Context: an optimization exercise on an open-source flow, tuned for small area. The choices shown serve that exercise and are no tape-out recipe.
Only simulation tests tie the RTL to the original design; equivalence was not proved.
Power figures rest on the tool's default switching activity, not on a simulated workload.

==> inputs of job 2130 <==
## regfile_param
module regfile_param #(
   parameter int DATA_W    = 64,
   parameter int ADDR_W    = 5,
   parameter int ZERO_REG  = 31,
   parameter int CLAMP_REG = 28
) (
   input  logic              clk,
   input  logic              rst_n,
   input  logic [ADDR_W-1:0] rd_addr1,
   input  logic [ADDR_W-1:0] rd_addr2,
   output logic [DATA_W-1:0] rd_data1,
   output logic [DATA_W-1:0] rd_data2,
   input  logic              wr_en,
   input  logic [ADDR_W-1:0] wr_addr,
   input  logic [DATA_W-1:0] wr_data,
   output logic              wr_ready,
   input  logic              clr_req,
   output logic              clr_busy,
   output logic              clr_done
);
   localparam int DEPTH = 1 << ADDR_W;
   localparam bit CLAMP_ON = (CLAMP_REG >= 0) && (CLAMP_REG < DEPTH);
   logic              busy_q, done_q;
   logic [ADDR_W-1:0] ptr_q;
   always_ff @(posedge clk or negedge rst_n) begin
      if (!rst_n) begin
         busy_q <= 1'b0;
         done_q <= 1'b0;
         ptr_q  <= '0;
      end else begin
         done_q <= busy_q && (ptr_q == '1);
         if (busy_q) begin
            ptr_q <= ptr_q + 1'b1;
            if (ptr_q == '1)
               busy_q <= 1'b0;
         end else if (!done_q && clr_req) begin
            busy_q <= 1'b1;
         end
      end
   end
   wire ready  = !busy_q;
   wire commit = wr_en && ready;
   wire [DEPTH-1:0]             valid_q;
   wire [DEPTH-1:0][DATA_W-1:0] data_q;
   wire [DEPTH-1:0]             sel1, sel2;
   for (genvar i = 0; i < DEPTH; i++) begin : g_entry
      if (i == ZERO_REG) begin : g_zero
         assign valid_q[i] = 1'b0;
  ...
clock: 6.0 ns
lec_check: 0
cap_margin: 20
core_margin: 2
core_utilization: 45
place_density: 0.5
slew_margin: 20
synth_hierarchical: 1
synth_minimum_keep_size: 0
standard.sh (not shown) runs the stock make flow with config.mk's settings and CLKGATE_MAP_FILE= SYNTH_SCRIPT=/design/flow/synth_recipe.tcl, a recipe that flattens the netlist after the stock synthesis.
==> flow/flow/run.sh <==
#!/bin/bash
# The standard layout (the standard.sh, standard synthesis unchanged) with
# two changes passed to ORFS through its environment:
#  - clock tree: no dummy loads, clkbuf_8 only, clusters of up to 16 sinks
#    within 50 um;
#  - port buffers: buf_2 instead of the delay buffer ORFS picks.
# make's full output goes to flow_make.log in the work folder; ORFS keeps
# each step's log under orfs/logs/.
set -euo pipefail
export CTS_ARGS="-sink_clustering_enable -repair_clock_nets -dont_use_dummy_load -buf_list {sky130_fd_sc_hd__clkbuf_8} -sink_clustering_size 16 -sink_clustering_max_diameter 50"
export BUFFER_PORTS_ARGS="-buffer_cell sky130_fd_sc_hd__buf_2"
bash standard.sh finish > flow_make.log 2>&1
==> inputs of job 2033, as changes to job 2130 <==
Settings changed: PLACE_DENSITY 0.5 to unset.
==> qor summary <==
Outcome: job 2033 complete, no violations; job 2130 complete, no violations
Non-clock buffer share of cell area: job 2033 3.41%; job 2130 4.14%
Routability-driven placement congestion ratio: job 2033 0.914; job 2130 0.904
P_comb: job 2033 1.38 mW; job 2130 1.41 mW
Non-filler instance count after layout: job 2033 8,980; job 2130 9,038
Register-to-Register Setup Slack: job 2033 2.45 ns; job 2130 1.88 ns
Final worst path period share: job 2033 91.5%; job 2130 94.7%
Overall power consumption: job 2033 23.4 mW; job 2130 23.7 mW
Routed met3 length: job 2033 60,700 um; job 2130 65,000 um
Timing startpoint of the critical path: job 2033 rd_addr1[3]; job 2130 rd_addr1[2]
Internal Pwr Total: job 2033 17.4 mW; job 2130 17.6 mW
Max incr delay on CP: job 2033 0.97 ns; job 2130 0.89 ns
Worst-margin pin slew: job 2033 1.30 ns; job 2130 1.23 ns
Count of non-CTS buffers in the layout: job 2033 412; job 2130 450
1st-iter DRT viols: job 2033 19,069; job 2130 19,946
Met2 global-route usage: job 2033 59.7%; job 2130 64.1%
Detail-routed via count per cell: job 2033 8.57; job 2130 8.73
Vias post-DR: job 2033 76,997; job 2130 78,861
Proportion of total power due to net switching: job 2033 25.5%; job 2130 25.8%
Power consumed by the clock network: job 2033 7.33 mW; job 2130 7.61 mW
Clock Pin Slew Worst Setup and Hold Paths: job 2033 0.10 ns; job 2130 0.08 ns

-- static timing again, ports no longer ideal --
The flow's constraints put no driver on any port. The routed layouts listed below were extracted and timed again, unchanged, in two steps. Step 1 (the two cells are an assumption about what drives the block):
set clk [get_ports {clk}]
set_driving_cell -lib_cell sky130_fd_sc_hd__clkbuf_16 $clk
set_driving_cell -lib_cell sky130_fd_sc_hd__buf_2 [delete_from_list [all_inputs] $clk]
Step 2 adds t to the input delays and takes it off the output delays; t is the mean of the earliest and latest rising clock arrival at the registers after step 1. Input paths then give back, and output paths get back, about the clock's delay inside the block. a / b / c = ideal / step 1 / step 2; a / b = the first two.
run | t (ns) | setup slack, ns | hold slack, ns | worst setup path at the end
job 2130 | 1.081 | 0.318 / 0.295 / 0.295 | 0.349 / 0.302 / 0.464 | input to output
job 2033 | 1.031 | 0.511 / 0.484 / 0.484 | 0.335 / 0.267 / 0.457 | input to output
After both steps every run listed still meets setup and hold. For job 2033, which loses most, drivers alone change the setup slack by -0.027 ns; drivers and shift together by -0.027 ns.
